This design comes from an exercise in tuning for small area on the open sky130 flow, not from production work.
Where RTL was checked, it was by simulation tests only, not by an equivalence proof against the original.
Function not checked in run 3: the RTL went through the layout flow alone.
Power and IR drop assume default switching activity.

**design/flow/config.mk**
```make
export PLATFORM = sky130hd
export DESIGN_NAME = gpr_file_mp
export DESIGN_NICKNAME = gpr_file_mp
export VERILOG_FILES = /design/flow/design.v
export SDC_FILE = /design/flow/constraint.sdc
export NUM_CORES = 4
export LEC_CHECK = 0
export CAP_MARGIN = 20
export CORE_MARGIN = 2
export CORE_UTILIZATION = 35
export SLEW_MARGIN = 20
export SYNTH_HIERARCHICAL = 1
export SYNTH_MINIMUM_KEEP_SIZE = 0
```
**design/flow/constraint.sdc**
```tcl
create_clock -name core_clock -period 8.0 [get_ports {clk}]
set_input_delay 1.6000 -clock core_clock [delete_from_list [all_inputs] [get_ports {clk}]]
set_output_delay 1.6000 -clock core_clock [all_outputs]
set_load 0.01 [all_outputs]
```
**design/flow/design.v**
```verilog
package gpr_pkg;
  localparam int GPR_DATA_W = 32;
  localparam int REG_ZERO   = 0;
  localparam int REG_RA     = 31;
  function automatic int clog2(input int value);
    int r;
    r = 0;
    while ((1 << r) < value) r = r + 1;
    clog2 = r;
  endfunction
endpackage
module gpr_md_tracker
#(
  parameter int MAX_PEND = 3,
  parameter bit BYPASS   = 1'b1
) (
  input  logic clk,
  input  logic rst,
  input  logic md_start,
  input  logic md_done,
  input  logic mf_req,
  output logic md_busy,
  output logic stall,
  output logic err
);
  localparam int CW = gpr_pkg::clog2(MAX_PEND + 1);
  localparam logic [CW-1:0] CNT_MAX = CW'(MAX_PEND);
  localparam logic [CW-1:0] CNT_ONE = CW'(1);
  logic [CW-1:0] pend_cnt;
  logic          fwd_final;
  always_ff @(posedge clk or posedge rst) begin
    if (rst) begin
      pend_cnt <= '0;
      err      <= 1'b0;
    end else if (md_start && !md_done) begin
      if (pend_cnt == CNT_MAX) err <= 1'b1;
      else                     pend_cnt <= pend_cnt + CNT_ONE;
    end else if (md_done && !md_start) begin
      if (pend_cnt == '0) err <= 1'b1;
      else                pend_cnt <= pend_cnt - CNT_ONE;
    end
  end
  assign fwd_final = BYPASS && md_done && !md_start && (pend_cnt == CNT_ONE);
  assign md_busy   = (pend_cnt != '0);
  assign stall     = mf_req && md_busy && !fwd_final;
endmodule
module gpr_file_mp
#(
  parameter int DATA_W   = gpr_pkg::GPR_DATA_W,
  parameter int NUM_REGS = 32,
  parameter int NUM_RD   = 2,
  parameter bit BYPASS   = 1'b1,
  parameter int MAX_PEND = 3,
  localparam int AW      = gpr_pkg::clog2(NUM_REGS)
) (
  input  logic                     clk,
  input  logic                     rst,
  input  logic                     we,
  input  logic [AW-1:0]            waddr,
  input  logic [DATA_W-1:0]        wdata,
  input  logic [NUM_RD*AW-1:0]     raddr,
  output logic [NUM_RD*DATA_W-1:0] rdata,
  input  logic                     lo_we,
  input  logic                     hi_we,
  input  logic [DATA_W-1:0]        lo_wdata,
  input  logic [DATA_W-1:0]        hi_wdata,
  input  logic                     md_start,
  input  logic                     md_done,
  input  logic                     mf_req,
  output logic [DATA_W-1:0]        lo,
  output logic [DATA_W-1:0]        hi,
  output logic                     md_busy,
  output logic                     stall,
  output logic                     err
);
  localparam int NT = NUM_REGS;
  localparam int NG = (NT + 2) / 3;    
  logic [DATA_W-1:0]   mem [NT];       
  logic [NUM_REGS-1:1] vld;
  logic [NUM_REGS-1:1] wsel;
  logic [NUM_REGS-1:1] wkeep;
  logic [DATA_W-1:0]   lo_q, hi_q;
  logic [DATA_W-1:0]   lo_d, hi_d;
  logic                lo_v, hi_v;
  logic                byp_en;
  assign byp_en = BYPASS && !rst;
  assign mem[0] = wdata;
  for (genvar i = 1; i < NUM_REGS; i++) begin : g_reg
    logic [DATA_W-1:0] d;
    assign wsel[i]  = we && (waddr == AW'(i));
    assign wkeep[i] = !wsel[i];
    for (genvar b = 0; b < DATA_W; b++) begin : g_bit
      gpr_ao22 u_hold (.a0(wsel[i]), .b0(wdata[b]), .a1(wkeep[i]), .b1(mem[i][b]), .y(d[b]));
    end
    always_ff @(posedge clk) mem[i] <= d;
    always_ff @(posedge clk or posedge rst) begin
      if (rst)          vld[i] <= 1'b0;
      else if (wsel[i]) vld[i] <= 1'b1;
    end
  end
  for (genvar k = 0; k < NUM_RD; k++) begin : g_rd
    logic [AW-1:0] ra;
    logic          byp;
    logic [NT-1:0] sel;
    assign ra     = raddr[k*AW +: AW];
    assign byp    = byp_en && we && (ra != '0) && (waddr == ra);
    assign sel[0] = byp;
    for (genvar i = 1; i < NT; i++) begin : g_sel
      assign sel[i] = !byp && vld[i] && (ra == AW'(i));
    end
    for (genvar b = 0; b < DATA_W; b++) begin : g_bit
      logic [NG-1:0] pn;    
      logic [2:0]    q;
      for (genvar g = 0; g < NG; g++) begin : g_grp
        if (3*g + 2 < NT) begin : g_3
          gpr_aoi222 u_t (.a0(sel[3*g]),   .b0(mem[3*g][b]),
                          .a1(sel[3*g+1]), .b1(mem[3*g+1][b]),
                          .a2(sel[3*g+2]), .b2(mem[3*g+2][b]), .y(pn[g]));
        end else begin : g_2
          gpr_aoi22 u_t (.a0(sel[3*g]),   .b0(mem[3*g][b]),
                         .a1(sel[3*g+1]), .b1(mem[3*g+1][b]), .y(pn[g]));
        end
      end
      gpr_nand4 u_n0 (.a(pn[3:0]), .y(q[0]));
      gpr_nand4 u_n1 (.a(pn[7:4]), .y(q[1]));
      gpr_nand3 u_n2 (.a(pn[10:8]), .y(q[2]));
      gpr_or3   u_o  (.a(q), .y(rdata[k*DATA_W + b]));
    end
  end
  logic lo_w, lo_h, hi_w, hi_h;
  assign lo_w = byp_en && lo_we;
  assign lo_h = !lo_we && lo_v;
  assign hi_w = byp_en && hi_we;
  assign hi_h = !hi_we && hi_v;
  for (genvar b = 0; b < DATA_W; b++) begin : g_lohi
    gpr_ao22 u_lo (.a0(lo_w), .b0(lo_wdata[b]), .a1(lo_h), .b1(lo_q[b]), .y(lo_d[b]));
    gpr_ao22 u_hi (.a0(hi_w), .b0(hi_wdata[b]), .a1(hi_h), .b1(hi_q[b]), .y(hi_d[b]));
  end
  always_ff @(posedge clk) begin
    lo_q <= lo_d;
    hi_q <= hi_d;
  end
  always_ff @(posedge clk or posedge rst) begin
    if (rst) begin
      lo_v <= 1'b0;
      hi_v <= 1'b0;
    end else begin
      if (lo_we) lo_v <= 1'b1;
      if (hi_we) hi_v <= 1'b1;
    end
  end
  assign lo = lo_d;
  assign hi = hi_d;
  gpr_md_tracker #(
    .MAX_PEND (MAX_PEND),
    .BYPASS   (BYPASS)
  ) u_md_tracker (
    .clk      (clk),
    .rst      (rst),
    .md_start (md_start),
    .md_done  (md_done),
    .mf_req   (mf_req),
    .md_busy  (md_busy),
    .stall    (stall),
    .err      (err)
  );
endmodule
module gpr_ao22 (input logic a0, b0, a1, b1, output logic y);
  assign y = (a0 & b0) | (a1 & b1);
endmodule
module gpr_aoi22 (input logic a0, b0, a1, b1, output logic y);
  assign y = !((a0 & b0) | (a1 & b1));
endmodule
module gpr_aoi222 (input logic a0, b0, a1, b1, a2, b2, output logic y);
  assign y = !((a0 & b0) | (a1 & b1) | (a2 & b2));
endmodule
module gpr_nand4 (input logic [3:0] a, output logic y);
  assign y = !(&a);
endmodule
module gpr_nand3 (input logic [2:0] a, output logic y);
  assign y = !(&a);
endmodule
module gpr_or3 (input logic [2:0] a, output logic y);
  assign y = |a;
endmodule
```
**design/flow/run.sh**
```bash
#!/bin/bash
# synth_recipe.tcl (not shown) runs the flow's synth.tcl, then flattens the netlist and writes it again
# the make line also repeats each setting of config.mk as NAME=value (left out here)
make -C /OpenROAD-flow-scripts/flow DESIGN_CONFIG=/design/flow/config.mk WORK_HOME=/design/flow/orfs CLKGATE_MAP_FILE= SYNTH_SCRIPT=/design/flow/synth_recipe.tcl finish
```
==> flow_metrics.py, run 1 <==
metrics = {
    "worst_hold_path": {
        "hp-class": "flop to flop",
        "hold_depth": 1,
    },
    "worst_setup_path": {
        "slowest_stage": "clkdlybuf4s50_1",
        "start_kind": "input pin",
        "worstPathArrival_ps": 5970,
        "crit_buf_inv": 3,
        "worst_path_most_repeated_cell": "clkdlybuf4s50_1",
        "worst_setup_path_end_kind": "primary output",
        "critical_path_class": "input pin to primary output",
        "worst-path-max-fanout": 10,
        "crit_required_ps": 6400,
        "crit_path_max_incr_delay_ps": 770,
        "path_cells": "clkdlybuf4s50_1, xnor2_2, nand3_2, nor3b_4, nor3_2, buf_4, a222oi_1, nand4_1, or3_1, clkdlybuf4s50_1",
        "crit_cells": 10,
        "critPathTopFamily": "simple AND/OR/NAND/NOR gates",
        "r2r_cells": 5,
    },
    "yosys": {
        "synth_largest_area_cell": "dfxtp_1",
        "synth_top_area_share_pct": 50.5,
        "syn-mean-instance-area_um2": 12.2,
        "ys_ff_latch": 1092,
        "synth_warnings": 10,
        "synth_nets": 3572,
        "ys_seq_area_share_pct": 52.6,
        "synthesis.area_um2": 41900,
        "synthCells": 3447,
        "yosys-top-cells-area": "dfxtp_1, a22o_1, a222oi_1, dfrtp_1, nand4_1",
        "ys_types": 46,
    },
    "power": {
        "pwr-share-comb_pct": 12.5,
        "leakagePower_nw": 20.8,
        "p_sw_share_pct": 27.4,
        "p_switching_mw": 4.05,
        "p_seq_share_pct": 49.7,
        "power.density_nw_per_um2": 283,
        "peakVddDrop_mv": 0.181,
        "p_clk_share_pct": 37.8,
        "internal-power_mw": 10.8,
    },
    "global_route": {
        "antenna_found_initial": 14,
        "grt_pass1_wl_um": 287000,
        "globalRouteOverflowTotal": 0,
        "grt_pass1_vias": 39800,
        "grt_max_degree": 35,
        "grt_usage_pct": 31.7,
    },
    "sta": {
        "fin_skew_ps": 5.41,
        "rsz0062_at_grt": "no",
        "fmax_ghz": 0.132,
        "finalHoldViolCount": 0,
        "finalSetupViolCount": 0,
        "min_period_ps": 7570,
        "worst_pin_slew_ps": 1270,
        "finalCritPeriodShare_pct": 94.6,
        "max-slew-margin-rel_pct": 14.8,
        "slew_violations": 0,
        "fin_tns_setup_ps": 0,
    },
    "drt": {
        "route.detailed.drc": 0,
        "wl_per_cell_um": 35.7,
        "wl_met1_um": 76200,
        "drt-vias-per-instance": 7.41,
        "routed.top_layer": "met5",
        "dr_total_vias": 42100,
        "drtPass1Iterations": 13,
        "first_iter_violations": 9455,
        "met3_length_um": 31300,
        "routed_wirelength_um": 203000,
        "dr_wl_met2_um": 84300,
        "ant_nets": 0,
    },
    "die": {
        "fp.dieW_um": 350,
        "core_um2": 118000,
        "start_util_pct": 35.4,
        "rows": 126,
        "die-area_um2": 123000,
        "io_pins": 250,
        "die_height_um": 350,
    },
    "clock_tree": {
        "path_clk_slew_ps": 60,
        "clk_latency_ps": 700,
        "clockBufferDepth": 3,
        "hold_buffers": 0,
        "cts_setup_buffers": 0,
        "cts_root_buf": "clkbuf_16",
        "htreeDepth": 3,
        "cts_tree": "done",
        "cts-resized-gates": 0,
        "clkSinkCount": 1092,
        "cts_inserted_buffers": 113,
    },
    "placement": {
        "gp_congestion": 0.932,
        "hpwlAfterDp_um": 121000,
        "dp_cells": 5468,
        "portBuffers": 249,
    },
    "cells_and_area": {
        "nets": 4111,
        "final_cell_count_no_fill": 5690,
        "drive_gt1_share_pct": 13.9,
        "final_cell_mix": "a22o_1, dfxtp_1, a222oi_1",
        "area_growth_pct": 25.1,
    },
    "job": {
        "max-cap-violations": 0,
    },
    "outcome": {
        "outcome": "no timing/DRC/antenna violations",
    },
}
==> cell families after synthesis <==
group	Yosys count	share of synthesized area (%)
AOI/OAI and AO/OA	1771	39.4
DFF	1092	52.6
and+or+nand+nor	507	6.81
buffers and inverters	62	0.732
xor gates and xnor gates	8	0.185
adders and majority gates	6	0.179
muxes	1	0.0358
==> state kept, by name, indices dropped and copies added, names as in the netlist <==
register               count
vld                       31
mem                      992
lo_v                       1
u_md_tracker.err           1
hi_v                       1
lo_q                      32
hi_q                      32
u_md_tracker.pend_cnt      2
==> power groups by stage <==
| stage | clock (mW) | sequential (mW) | combinational (mW) |
|---|---|---|---|
| after floorplan | 0 | 7.19 | 1.11 |
| after global placement | 0 | 7.40 | 1.76 |
| after detailed placement | 0 | 7.40 | 1.81 |
| after CTS | 5.61 | 7.31 | 1.82 |
| after global routing | 5.83 | 7.47 | 1.97 |
| final | 5.60 | 7.36 | 1.86 |
==> worst register-to-register path: cells and delay by family (launching register included) <==
family | cells | cell delay, ps
AOI/OAI and AO/OA | 2 | 180
DFF | 1 | 430
muxes | 1 | 300
adders and majority gates | 1 | 260
buffers and inverters | 1 | 70
==> worst paths after layout <==
kind                                          start                  endpoint  slack [ps]
hold reg to reg                                lo_v                      lo_v         460
setup / recovery                           raddr[8]                 rdata[42]         430
hold / removal                                 lo_v                      lo_v         460
min in group asynchronous                       rst  u_md_tracker.pend_cnt[1]        1340
setup reg to reg           u_md_tracker.pend_cnt[0]  u_md_tracker.pend_cnt[0]        6650
max in group asynchronous                       rst                    vld[1]        6040
==> modules after synthesis, one instance, submodules excluded, a selection <==
module       flops+latches  cells inside  cell area, µm²  copies in the design
gpr_file_mp           1089          1401           23700                     1
gpr_aoi22                0             1            12.5                    64
gpr_aoi222               0             1            10.0                   640
gpr_ao22                 0             1            8.76                  1056
gpr_nand4                0             1            6.26                   128
gpr_or3                  0             1            6.26                    64
gpr_nand3                0             1            5.00                    64
==> stage by stage <==
stage	total power, mW	utilization (%)	worst slack [ps]	hold WS, ps	area (µm²)
after global routing	15.3	44.2	429	478	52400
after floorplan	8.30	-	859	428	41900
after CTS	14.7	44.2	642	464	52300
after global placement	9.16	40.8	545	441	48300
final	14.8	44.3	429	458	52400
after detailed placement	9.21	40.8	661	446	48400
==> layout make-up <==
cell class | instances | area, µm²
Clock inverter | 44 | 557
Multi-Input combinational cell | 2293 | 20100
Timing Repair Buffer | 446 | 4170
Fill cell | 11000 | 66000
Antenna cell | 5 | 12.5
Tap cell | 1600 | 2000
Clock buffer | 170 | 3370
Inverter | 40 | 150
Sequential cell | 1092 | 22000
==> layer usage <==
metal	vias up	GRT usage, %
li1	16900	-
met1	20600	41.3
met2	3757	46.2
met3	828	10.8
met4	10	16.2
met5	-	0
==> cell usage after synthesis, drive strengths merged <==
cell type	count
nor2	35
or2	7
nor3	23
nand3	96
nor4bb	1
and2	1
a22oi	64
dlygate4sd1	1
clkbuf	9
and2b	3
inv	40
dfrtp	36
or4	1
nand4	136
o21ai	2
a21oi	3
a22o	1056
buf	12
a31oi	1
o31ai	1
nor3b	1
o221ai	1
or2b	3
and3	1
mux2	1
ha	6
dfxtp	1056
nor4	27
xnor2	8
nor2b	7
o21a	2
nand2b	35
or3	64
a21o	1
nand2	66
a222oi	640
==> run 2, diff against run 1 <==
--- a/design/flow/design.v
+++ b/design/flow/design.v
@@ -74,7 +74,7 @@
   output logic                     err
 );
   localparam int NT = NUM_REGS;
-  localparam int NG = (NT + 2) / 3;    
+  localparam int NG3 = (NT - 2) / 3;   
   logic [DATA_W-1:0]   mem [NT];       
   logic [NUM_REGS-1:1] vld;
   logic [NUM_REGS-1:1] wsel;
@@ -109,22 +109,19 @@
       assign sel[i] = !byp && vld[i] && (ra == AW'(i));
     end
     for (genvar b = 0; b < DATA_W; b++) begin : g_bit
-      logic [NG-1:0] pn;    
-      logic [2:0]    q;
-      for (genvar g = 0; g < NG; g++) begin : g_grp
-        if (3*g + 2 < NT) begin : g_3
-          gpr_aoi222 u_t (.a0(sel[3*g]),   .b0(mem[3*g][b]),
-                          .a1(sel[3*g+1]), .b1(mem[3*g+1][b]),
-                          .a2(sel[3*g+2]), .b2(mem[3*g+2][b]), .y(pn[g]));
-        end else begin : g_2
-          gpr_aoi22 u_t (.a0(sel[3*g]),   .b0(mem[3*g][b]),
-                         .a1(sel[3*g+1]), .b1(mem[3*g+1][b]), .y(pn[g]));
-        end
+      logic [NG3-1:0] pn;
+      logic           t;
+      logic [2:0]     q;
+      for (genvar g = 0; g < NG3; g++) begin : g_grp
+        gpr_aoi222 u_t (.a0(sel[3*g]),   .b0(mem[3*g][b]),
+                        .a1(sel[3*g+1]), .b1(mem[3*g+1][b]),
+                        .a2(sel[3*g+2]), .b2(mem[3*g+2][b]), .y(pn[g]));
       end
+      gpr_ao22  u_t2 (.a0(sel[NT-2]), .b0(mem[NT-2][b]), .a1(sel[NT-1]), .b1(mem[NT-1][b]), .y(t));
       gpr_nand4 u_n0 (.a(pn[3:0]), .y(q[0]));
       gpr_nand4 u_n1 (.a(pn[7:4]), .y(q[1]));
-      gpr_nand3 u_n2 (.a(pn[10:8]), .y(q[2]));
-      gpr_or3   u_o  (.a(q), .y(rdata[k*DATA_W + b]));
+      gpr_nand2 u_n2 (.a(pn[9:8]), .y(q[2]));
+      gpr_or4   u_o  (.a({t, q}), .y(rdata[k*DATA_W + b]));
     end
   end
   logic lo_w, lo_h, hi_w, hi_h;
@@ -168,18 +165,15 @@
 module gpr_ao22 (input logic a0, b0, a1, b1, output logic y);
   assign y = (a0 & b0) | (a1 & b1);
 endmodule
-module gpr_aoi22 (input logic a0, b0, a1, b1, output logic y);
-  assign y = !((a0 & b0) | (a1 & b1));
-endmodule
 module gpr_aoi222 (input logic a0, b0, a1, b1, a2, b2, output logic y);
   assign y = !((a0 & b0) | (a1 & b1) | (a2 & b2));
 endmodule
 module gpr_nand4 (input logic [3:0] a, output logic y);
   assign y = !(&a);
 endmodule
-module gpr_nand3 (input logic [2:0] a, output logic y);
+module gpr_nand2 (input logic [1:0] a, output logic y);
   assign y = !(&a);
 endmodule
-module gpr_or3 (input logic [2:0] a, output logic y);
+module gpr_or4 (input logic [3:0] a, output logic y);
   assign y = |a;
 endmodule
==> design/flow/flow/run.sh (new file) <==
#!/bin/bash
# The standard layout (standard.sh, unchanged synthesis), with two changes:
#   - ports are buffered with sky130_fd_sc_hd__buf_1 instead of the default choice;
#   - CTS uses clkbuf_8 with sink clusters of at most 20 sinks / 50 um and no dummy loads.
# ORFS writes each step's full log under orfs/logs/; make's own output goes to standard.log.
set -uo pipefail
export BUFFER_PORTS_ARGS="-buffer_cell sky130_fd_sc_hd__buf_1"
export CTS_ARGS="-sink_clustering_enable -repair_clock_nets -dont_use_dummy_load -sink_clustering_size 20 -sink_clustering_max_diameter 50 -buf_list {sky130_fd_sc_hd__clkbuf_8}"
bash standard.sh > standard.log 2>&1
==> design/flow/standard.sh (new file) <==
#!/bin/bash
# synth_recipe.tcl (not shown) runs the flow's synth.tcl, then flattens the netlist and writes it again
# the make line also repeats each setting of config.mk as NAME=value (left out here)
make -C /OpenROAD-flow-scripts/flow DESIGN_CONFIG=/design/flow/config.mk WORK_HOME=/design/flow/orfs CLKGATE_MAP_FILE= SYNTH_SCRIPT=/design/flow/synth_recipe.tcl "${@:-finish}"
--- a/design/flow/config.mk
+++ b/design/flow/config.mk
@@ -7,7 +7,7 @@
 export LEC_CHECK = 0
 export CAP_MARGIN = 20
 export CORE_MARGIN = 2
-export CORE_UTILIZATION = 35
+export CORE_UTILIZATION = 50
 export SLEW_MARGIN = 20
 export SYNTH_HIERARCHICAL = 1
 export SYNTH_MINIMUM_KEEP_SIZE = 0
removed: design/flow/run.sh
==> flow_metrics.py, run 2 <==
metrics = {
    "worst_setup_path": {
        "critical_path_class": "input pin to primary output",
        "worst-path-max-fanout": 32,
        "start_kind": "input pin",
        "worstPathArrival_ps": 5750,
        "worst_setup_path_end_kind": "primary output",
        "crit_required_ps": 6400,
    },
    "yosys": {
        "synth_nets": 3572,
        "synth_fa_ha_area_share_pct": 0.180,
        "ys_seq_area_share_pct": 52.9,
        "synth-xor-area-share_pct": 0.186,
        "ys.flop_type": "dfxtp_1",
        "synth_warnings": 10,
        "synth_top_area_share_pct": 50.7,
        "synthCells": 3447,
        "synth_largest_area_cell": "dfxtp_1",
        "ys_types": 44,
        "ys_ff_latch": 1092,
        "post-synth-top-count-cell": "a22o_1",
        "synth_top_family_by_area": "compound AO/OA/AOI/OAI gates",
        "synth_mux_area_share_pct": 0.0360,
        "yosys-top-cells-area": "dfxtp_1, a22o_1, a222oi_1, dfrtp_1, nand4_1",
        "synthArstFlopShare_pct": 3.30,
        "syn-mean-instance-area_um2": 12.1,
        "synth_edf_count": 0,
        "synthesis.area_um2": 41700,
        "synthTopCellsByCount": "a22o_1, dfxtp_1, a222oi_1, nand4_1, nand2_1",
        "synthSimpleGateAreaFrac_pct": 6.85,
        "synth-compound-area-share_pct": 39.1,
    },
    "placement": {
        "dpl_cell_area_um2": 45500,
        "portBuffers": 249,
        "gp_congestion": 0.984,
        "hpwlAfterDp_um": 117000,
    },
    "sta": {
        "fin_skew_ps": 29.2,
        "slew_violations": 0,
        "finalSetupViolCount": 0,
        "min_period_ps": 7350,
        "fmax_ghz": 0.136,
        "finalHoldViolCount": 0,
        "max-slew-margin-rel_pct": 11.9,
        "rsz0062_at_grt": "no",
        "hold_ws_ps": 466,
        "worst_pin_slew_ps": 1320,
        "fin_tns_setup_ps": 0,
        "finalCritPeriodShare_pct": 91.8,
    },
    "cells_and_area": {
        "largest_register": "mem",
        "area_growth_pct": 13.2,
        "stdcell_area_um2": 47200,
        "fillers": 6949,
        "final_cell_mix": "a22o_1, dfxtp_1, a222oi_1",
        "nets": 4068,
        "final_common_cell": "a22o_1",
        "drive_gt1_share_pct": 10.2,
        "largest_reg_flops": 992,
        "fin_util_pct": 57.3,
        "top_regs": "mem (992), hi_q (32), lo_q (32)",
    },
    "drt": {
        "first_iter_violations": 9957,
        "drtPass1Iterations": 13,
        "drt-vias-per-instance": 8.55,
        "wl_per_cell_um": 40.8,
        "ant_nets": 0,
        "dr_total_vias": 42900,
        "route.detailed.drc": 0,
        "routed_wirelength_um": 205000,
    },
    "power": {
        "power.density_nw_per_um2": 258,
        "finalPower_mw": 12.2,
        "p_clk_share_pct": 25.7,
        "leakagePower_nw": 19.2,
        "internal-power_mw": 8.59,
        "peakVddDrop_mv": 0.161,
        "p_seq_share_pct": 60.3,
        "p_switching_mw": 3.59,
        "pwr-share-comb_pct": 14.0,
        "p_sw_share_pct": 29.5,
    },
    "clock_tree": {
        "cts-resized-gates": 0,
        "cts_root_buf": "clkbuf_8",
        "clockBufferDepth": 3,
        "cts_tree": "done",
        "hold_buffers": 0,
        "cts_inserted_buffers": 112,
        "clkSinkCount": 1092,
        "clk_latency_ps": 800,
        "htreeDepth": 3,
        "path_clk_slew_ps": 40,
        "cts_setup_buffers": 0,
    },
    "die": {
        "rows": 105,
        "core_um2": 82200,
        "io_pins": 250,
        "fp.dieW_um": 293,
        "die-area_um2": 85600,
        "die_height_um": 293,
        "start_util_pct": 50.7,
    },
    "global_route": {
        "antenna_found_initial": 17,
        "grt_usage_pct": 45.7,
        "grt_pass1_wl_um": 291000,
        "grt_pass1_vias": 41700,
        "grt_max_degree": 35,
        "globalRouteOverflowTotal": 0,
    },
    "worst_hold_path": {
        "hp-class": "flop to flop",
    },
    "outcome": {
        "outcome": "no timing/DRC/antenna violations",
    },
    "job": {
        "max-cap-violations": 0,
    },
}
==> run 2: changes by cell type after synthesis, sizes merged <==
cell / before / now
a22o: 1056 / 1120
a22oi: 64 / 0
nand2: 66 / 130
nand3: 96 / 32
or3: 64 / 0
or4: 1 / 65
==> run 2: cell type report <==
type                       instances  area (µm²)  share of cell area [%]
clock buffer                     112        1540                    3.27
sequential                      1092       22000                    46.7
multi-input combinational       2293       19800                    42.0
tap                             1070        1340                    2.84
timing repair buffer             404        2250                    4.77
antenna                           10        25.0                  0.0531
inverter                          40         150                   0.318
==> run 2: critical path, cell delays in order <==
cell and delay (ps):
buf_1 710, nor3_2 140, a21oi_1 250, nor3b_4 210
buf_4 410, nor3_2 90, buf_4 300, a222oi_1 640
nand4_1 540, or4_1 660, buf_1 150
==> run 2: layer usage <==
metal  global-route usage (%)  vias up  share of wire (%)
li1                         -    16700                  -
met1                     56.8    20900                 35
met2                     65.6     4251                 41
met3                     18.9     1057                 17
met4                     28.2        8                7.1
met5                    0.113        -              0.021
==> run 2: metrics by stage <==
stage                     instances  setup WS [ps]
after floorplan                3447           1170
after CTS                      5006            931
after global placement         4891           1010
after detailed placement       4894            936
after global routing           5018            591
final                          5021            653
==> run 2: path summary, 6_finish.rpt <==
check,start,to,slack (ps),cells past startpoint
min in group asynchronous,rst,lo_v,1170,3
hold reg to reg,lo_q[3],lo_q[3],470,1
hold / removal,lo_q[3],lo_q[3],470,1
max in group asynchronous,rst,vld[21],6060,4
setup reg to reg,u_md_tracker.pend_cnt[0],u_md_tracker.pend_cnt[1],6550,5
setup / recovery,raddr[8],rdata[33],650,11
==> run 2: power groups by stage <==
| stage | Sequential, mW | Combinational (mW) | Clock (mW) |
|---|---|---|---|
| final | 7.35 | 1.70 | 3.13 |
| after global routing | 7.45 | 1.80 | 3.32 |
| after floorplan | 7.17 | 1.10 | 0 |
| after CTS | 7.30 | 1.65 | 3.11 |
| after global placement | 7.34 | 1.57 | 0 |
| after detailed placement | 7.40 | 1.64 | 0 |
==> run 2: cell families after synthesis <==
| logic type | after synthesis |
|---|---|
| AOI/OAI and AO/OA | 1771 |
| adders and majority gates | 6 |
| DFF | 1092 |
| muxes | 1 |
| and+or+nand+nor | 507 |
| xor gates and xnor gates | 8 |
| buffers and inverters | 62 |
==> run 2: per-module statistics from Yosys, one instance, submodules excluded, excerpt <==
module	flops+latches	times used	cell area [µm²]	cells inside
gpr_aoi222	0	640	10.0	1
gpr_nand4	0	128	6.26	1
gpr_ao22	0	1120	8.76	1
gpr_or4	0	64	7.51	1
gpr_nand2	0	64	3.75	1
gpr_file_mp	1089	1	23700	1401
==> run 3, diff against run 2 <==
==> design/flow/design.v (replaced) <==
package gpr_pkg;
  localparam int GPR_DATA_W = 32;
  localparam int REG_ZERO   = 0;
  localparam int REG_RA     = 31;
  function automatic int clog2(input int value);
    int r;
    r = 0;
    while ((1 << r) < value) r = r + 1;
    clog2 = r;
  endfunction
endpackage
module gpr_md_tracker
#(
  parameter int MAX_PEND = 3,
  parameter bit BYPASS   = 1'b1
) (
  input  logic clk,
  input  logic rst,
  input  logic md_start,
  input  logic md_done,
  input  logic mf_req,
  output logic md_busy,
  output logic stall,
  output logic err
);
  localparam int CW = gpr_pkg::clog2(MAX_PEND + 1);
  localparam logic [CW-1:0] CNT_MAX = CW'(MAX_PEND);
  localparam logic [CW-1:0] CNT_ONE = CW'(1);
  logic [CW-1:0] pend_cnt;
  logic          fwd_final;
  always_ff @(posedge clk or posedge rst) begin
    if (rst) begin
      pend_cnt <= '0;
      err      <= 1'b0;
    end else if (md_start && !md_done) begin
      if (pend_cnt == CNT_MAX) err <= 1'b1;
      else                     pend_cnt <= pend_cnt + CNT_ONE;
    end else if (md_done && !md_start) begin
      if (pend_cnt == '0) err <= 1'b1;
      else                pend_cnt <= pend_cnt - CNT_ONE;
    end
  end
  assign fwd_final = BYPASS && md_done && !md_start && (pend_cnt == CNT_ONE);
  assign md_busy   = (pend_cnt != '0);
  assign stall     = mf_req && md_busy && !fwd_final;
endmodule
module gpr_file_mp
#(
  parameter int DATA_W   = gpr_pkg::GPR_DATA_W,
  parameter int NUM_REGS = 32,
  parameter int NUM_RD   = 2,
  parameter bit BYPASS   = 1'b1,
  parameter int MAX_PEND = 3,
  localparam int AW      = gpr_pkg::clog2(NUM_REGS)
) (
  input  logic                     clk,
  input  logic                     rst,
  input  logic                     we,
  input  logic [AW-1:0]            waddr,
  input  logic [DATA_W-1:0]        wdata,
  input  logic [NUM_RD*AW-1:0]     raddr,
  output logic [NUM_RD*DATA_W-1:0] rdata,
  input  logic                     lo_we,
  input  logic                     hi_we,
  input  logic [DATA_W-1:0]        lo_wdata,
  input  logic [DATA_W-1:0]        hi_wdata,
  input  logic                     md_start,
  input  logic                     md_done,
  input  logic                     mf_req,
  output logic [DATA_W-1:0]        lo,
  output logic [DATA_W-1:0]        hi,
  output logic                     md_busy,
  output logic                     stall,
  output logic                     err
);
  logic [DATA_W-1:0] mem [NUM_REGS];
  logic [DATA_W-1:0] lo_q;
  logic [DATA_W-1:0] hi_q;
  logic              wr_ok;
  logic              byp_en;
  assign wr_ok  = we && (waddr != AW'(gpr_pkg::REG_ZERO));
  assign byp_en = BYPASS && !rst;
  always_ff @(posedge clk or posedge rst) begin
    if (rst) begin
      for (int i = 0; i < NUM_REGS; i++) mem[i] <= '0;
    end else if (wr_ok) begin
      mem[waddr] <= wdata;
    end
  end
  always_ff @(posedge clk or posedge rst) begin
    if (rst) begin
      lo_q <= '0;
      hi_q <= '0;
    end else begin
      if (lo_we) lo_q <= lo_wdata;
      if (hi_we) hi_q <= hi_wdata;
    end
  end
  for (genvar k = 0; k < NUM_RD; k++) begin : g_rd
    logic [AW-1:0]     ra;
    logic [DATA_W-1:0] rv;
    assign ra = raddr[k*AW +: AW];
    always_comb begin
      rv = mem[ra];
      if (ra == AW'(gpr_pkg::REG_ZERO))               rv = '0;
      else if (byp_en && wr_ok && waddr == ra) rv = wdata;
    end
    assign rdata[k*DATA_W +: DATA_W] = rv;
  end
  assign lo = (byp_en && lo_we) ? lo_wdata : lo_q;
  assign hi = (byp_en && hi_we) ? hi_wdata : hi_q;
  gpr_md_tracker #(
    .MAX_PEND (MAX_PEND),
    .BYPASS   (BYPASS)
  ) u_md_tracker (
    .clk      (clk),
    .rst      (rst),
    .md_start (md_start),
    .md_done  (md_done),
    .mf_req   (mf_req),
    .md_busy  (md_busy),
    .stall    (stall),
    .err      (err)
  );
endmodule
==> design/flow/run.sh (new file) <==
#!/bin/bash
# synth_recipe.tcl (not shown) runs the flow's synth.tcl, then flattens the netlist and writes it again
# the make line also repeats each setting of config.mk as NAME=value (left out here)
make -C /OpenROAD-flow-scripts/flow DESIGN_CONFIG=/design/flow/config.mk WORK_HOME=/design/flow/orfs CLKGATE_MAP_FILE= SYNTH_SCRIPT=/design/flow/synth_recipe.tcl finish
--- a/design/flow/config.mk
+++ b/design/flow/config.mk
@@ -7,7 +7,5 @@
 export LEC_CHECK = 0
 export CAP_MARGIN = 20
 export CORE_MARGIN = 2
-export CORE_UTILIZATION = 50
+export CORE_UTILIZATION = 35
 export SLEW_MARGIN = 20
-export SYNTH_HIERARCHICAL = 1
-export SYNTH_MINIMUM_KEEP_SIZE = 0
removed: design/flow/flow/run.sh
removed: design/flow/standard.sh
==> flow_metrics.py, run 3 <==
metrics = {
    "outcome": {
        "outcome": "no timing/DRC/antenna violations",
    },
    "cells_and_area": {
        "top_regs": "mem (992), hi_q (32), lo_q (32)",
        "final_common_cell": "mux2_2",
        "largest_register": "mem",
        "area_growth_pct": 18.2,
        "drive_gt1_share_pct": 35.3,
        "fin_util_pct": 41.7,
        "nets": 4753,
        "final_cell_mix": "mux2_2, dfrtp_1, a22oi_1",
        "fillers": 14200,
        "seq_area_um2": 26500,
        "multi_input_area_um2": 25500,
        "largest_reg_flops": 992,
    },
    "worst_setup_path": {
        "r2r_cells": 7,
        "start_kind": "input pin",
        "worst-path-max-fanout": 14,
        "crit_start": "raddr[2]",
        "critical_path_class": "input pin to primary output",
        "rr_startpoint": "u_md_tracker.pend_cnt[0]",
        "slowest_stage": "clkdlybuf4s50_1",
        "worstPathArrival_ps": 5980,
        "worst_setup_path_end_kind": "primary output",
        "path_cells": "clkdlybuf4s50_1, buf_4, nand3_1, nor2_4, buf_4, a221oi_1, o31ai_1, nor3_1, o31ai_1, clkdlybuf4s50_1",
        "crit_path_max_incr_delay_ps": 900,
        "crit_required_ps": 6400,
    },
    "global_route": {
        "globalRouteOverflowTotal": 0,
        "grt_pass1_wl_um": 368000,
        "grt_usage_pct": 33.3,
        "antenna_found_initial": 17,
        "grt_max_degree": 159,
        "grt_pass1_vias": 45600,
    },
    "yosys": {
        "ys.flop_type": "dfrtp_1",
        "post-synth-top-count-cell": "mux2_2",
        "synth_mux_area_share_pct": 23.7,
        "syn-mean-instance-area_um2": 12.0,
        "synthTopCellsByCount": "mux2_2, dfrtp_1, a22oi_1, clkbuf_1, a221oi_1",
        "synthArstFlopShare_pct": 100,
        "synth_fa_ha_area_share_pct": 0.117,
        "ys_ff_latch": 1059,
        "ys_seq_area_share_pct": 49.5,
        "synth_largest_area_cell": "dfrtp_1",
        "yosys-top-cells-area": "dfrtp_1, mux2_2, a22oi_1, a221oi_1, a22o_1",
        "synthCells": 4464,
        "synth-compound-area-share_pct": 16.1,
        "synth_top_area_share_pct": 49.5,
        "synth-xor-area-share_pct": 0.180,
        "synth_nets": 4588,
        "synth_edf_count": 0,
        "synthesis.area_um2": 53600,
        "ys_types": 71,
        "synthSimpleGateAreaFrac_pct": 6.52,
        "synth_warnings": 3,
        "synth_top_family_by_area": "multiplexers",
    },
    "worst_hold_path": {
        "hp-class": "flop to flop",
        "worst_hold_startpoint": "u_md_tracker.err",
        "hold_depth": 1,
    },
    "sta": {
        "finalCritPeriodShare_pct": 94.7,
        "fin_tns_setup_ps": 0,
        "fmax_ghz": 0.132,
        "slew_violations": 0,
        "finalSetupViolCount": 0,
        "max-slew-margin-rel_pct": 13.5,
        "worst_pin_slew_ps": 1290,
        "rsz0062_at_grt": "no",
        "finalHoldViolCount": 0,
        "min_period_ps": 7580,
        "fin_skew_ps": 14.4,
    },
    "die": {
        "rows": 143,
        "start_util_pct": 35.3,
        "io_pins": 250,
        "core_um2": 152000,
        "fp.dieW_um": 395,
        "die-area_um2": 156000,
        "die_height_um": 395,
    },
    "power": {
        "peakVddDrop_mv": 0.205,
        "leakagePower_nw": 26.5,
        "power.density_nw_per_um2": 247,
    },
    "clock_tree": {
        "cts_tree": "done",
        "hold_buffers": 0,
        "htreeDepth": 3,
        "clk_latency_ps": 790,
        "cts-resized-gates": 0,
        "cts_setup_buffers": 0,
        "cts_root_buf": "clkbuf_16",
        "clockBufferDepth": 3,
        "path_clk_slew_ps": 70,
        "clkSinkCount": 1059,
        "cts_inserted_buffers": 118,
    },
    "placement": {
        "gp_congestion": 1.01,
        "portBuffers": 249,
        "hpwlAfterDp_um": 165000,
    },
    "drt": {
        "dr_total_vias": 47200,
        "drt-vias-per-instance": 6.99,
        "routed_wirelength_um": 268000,
        "route.detailed.drc": 0,
        "drtPass1Iterations": 9,
        "wl_per_cell_um": 39.7,
        "first_iter_violations": 7748,
        "ant_nets": 0,
    },
    "job": {
        "max-cap-violations": 0,
    },
}
## run 3: cell families after synthesis
logic type,Yosys count
buffers and inverters,467
XOR/XNOR,11
multiplexers,1128
flip-flops,1059
adder cells (fa/ha/maj),5
AO/OA/AOI/OAI,1130
AND/OR/NAND/NOR,664
## run 3: critical path, delay by kind of cell
kind	cells	cell delay (ps)
simple gates	3	1430
buf+inv	4	2250
compound gates	3	660
## run 3: path summary, 6_finish.rpt
check                                            to  slack, ps
setup / recovery                          rdata[28]        420
hold / removal                     u_md_tracker.err        500
setup reg to reg           u_md_tracker.pend_cnt[1]       6620
hold reg to reg                    u_md_tracker.err        500
max in group asynchronous                mem[23][9]       2800
min in group asynchronous                mem[1][29]       1350
## run 3: metal layers
metal | routed length (µm) | vias to the layer above | track usage, % | part of all wire (%)
met5 | 182 | - | 0.185 | 0.068
met2 | 108000 | 4353 | 46.3 | 40
li1 | - | 17600 | - | -
met4 | 22100 | 26 | 21.5 | 8.3
met3 | 39200 | 1490 | 13.7 | 15
met1 | 99000 | 23700 | 42.3 | 37
## run 3: area by class of cell
type / count / share of cell area [%]
sequential: 1059 / 41.8
multi-input combinational: 2938 / 40.3
timing repair buffer: 500 / 7.24
clock buffer: 154 / 5.32
tap: 2030 / 4.01
clock inverter: 63 / 1.16
inverter: 12 / 0.0771
antenna: 4 / 0.0158
## run 3: stage by stage
| stage | cell area (µm²) | hold slack [ps] | setup slack [ps] | total power [mW] | std cells |
|---|---|---|---|---|---|
| 2_1_floorplan | 53600 | 472 | -13500 | 8.61 | 4464 |
| 3_3_place_gp | 59000 | 479 | 496 | 9.75 | 6530 |
| 3_5_place_dp | 59200 | 481 | 540 | 9.82 | 6537 |
| 4_1_cts | 63300 | 504 | 514 | 15.6 | 6754 |
| 5_1_grt | 63300 | 511 | 379 | 16.1 | 6757 |
| 6_report | 63300 | 497 | 422 | 15.7 | 6760 |
## run 3: power by group
| group | switching, mW | total (mW) | internal (mW) |
|---|---|---|---|
| clock network | 2.46 | 5.81 | 3.36 |
| logic | 1.16 | 2.42 | 1.26 |
| registers | 1.04 | 7.42 | 6.38 |

## re-timing with driven ports
The flow's constraints put no driver on any port. The routed layouts listed below were extracted and timed again, unchanged, in two steps.
Step 1 assumes that a clkbuf_16 drives the clock port and a buf_2 every other input.
Step 2 adds t to the input delays and takes it off the output delays; t is the mean of the earliest and latest rising clock arrival at the registers after step 1. Input paths then give back, and output paths get back, about the clock's delay inside the block.
Slacks: no drivers / after step 1 / after step 2; pairs: no drivers / after step 1.
run | t (ns) | slack for setup (ns) | worst hold slack (ns)
run 1 | 0.782 | 0.429 / 0.399 / 0.399 | 0.458 / 0.458 / 0.458
run 2 | 0.859 | 0.653 / 0.572 / 0.572 | 0.466 / 0.466 / 0.466
run 3 | 0.865 | 0.422 / 0.397 / 0.397 | 0.497 / 0.497 / 0.497
After both steps every run listed still meets setup and hold. For run 2, which loses most, drivers alone change the setup slack by -0.081 ns; drivers and shift together by -0.081 ns.
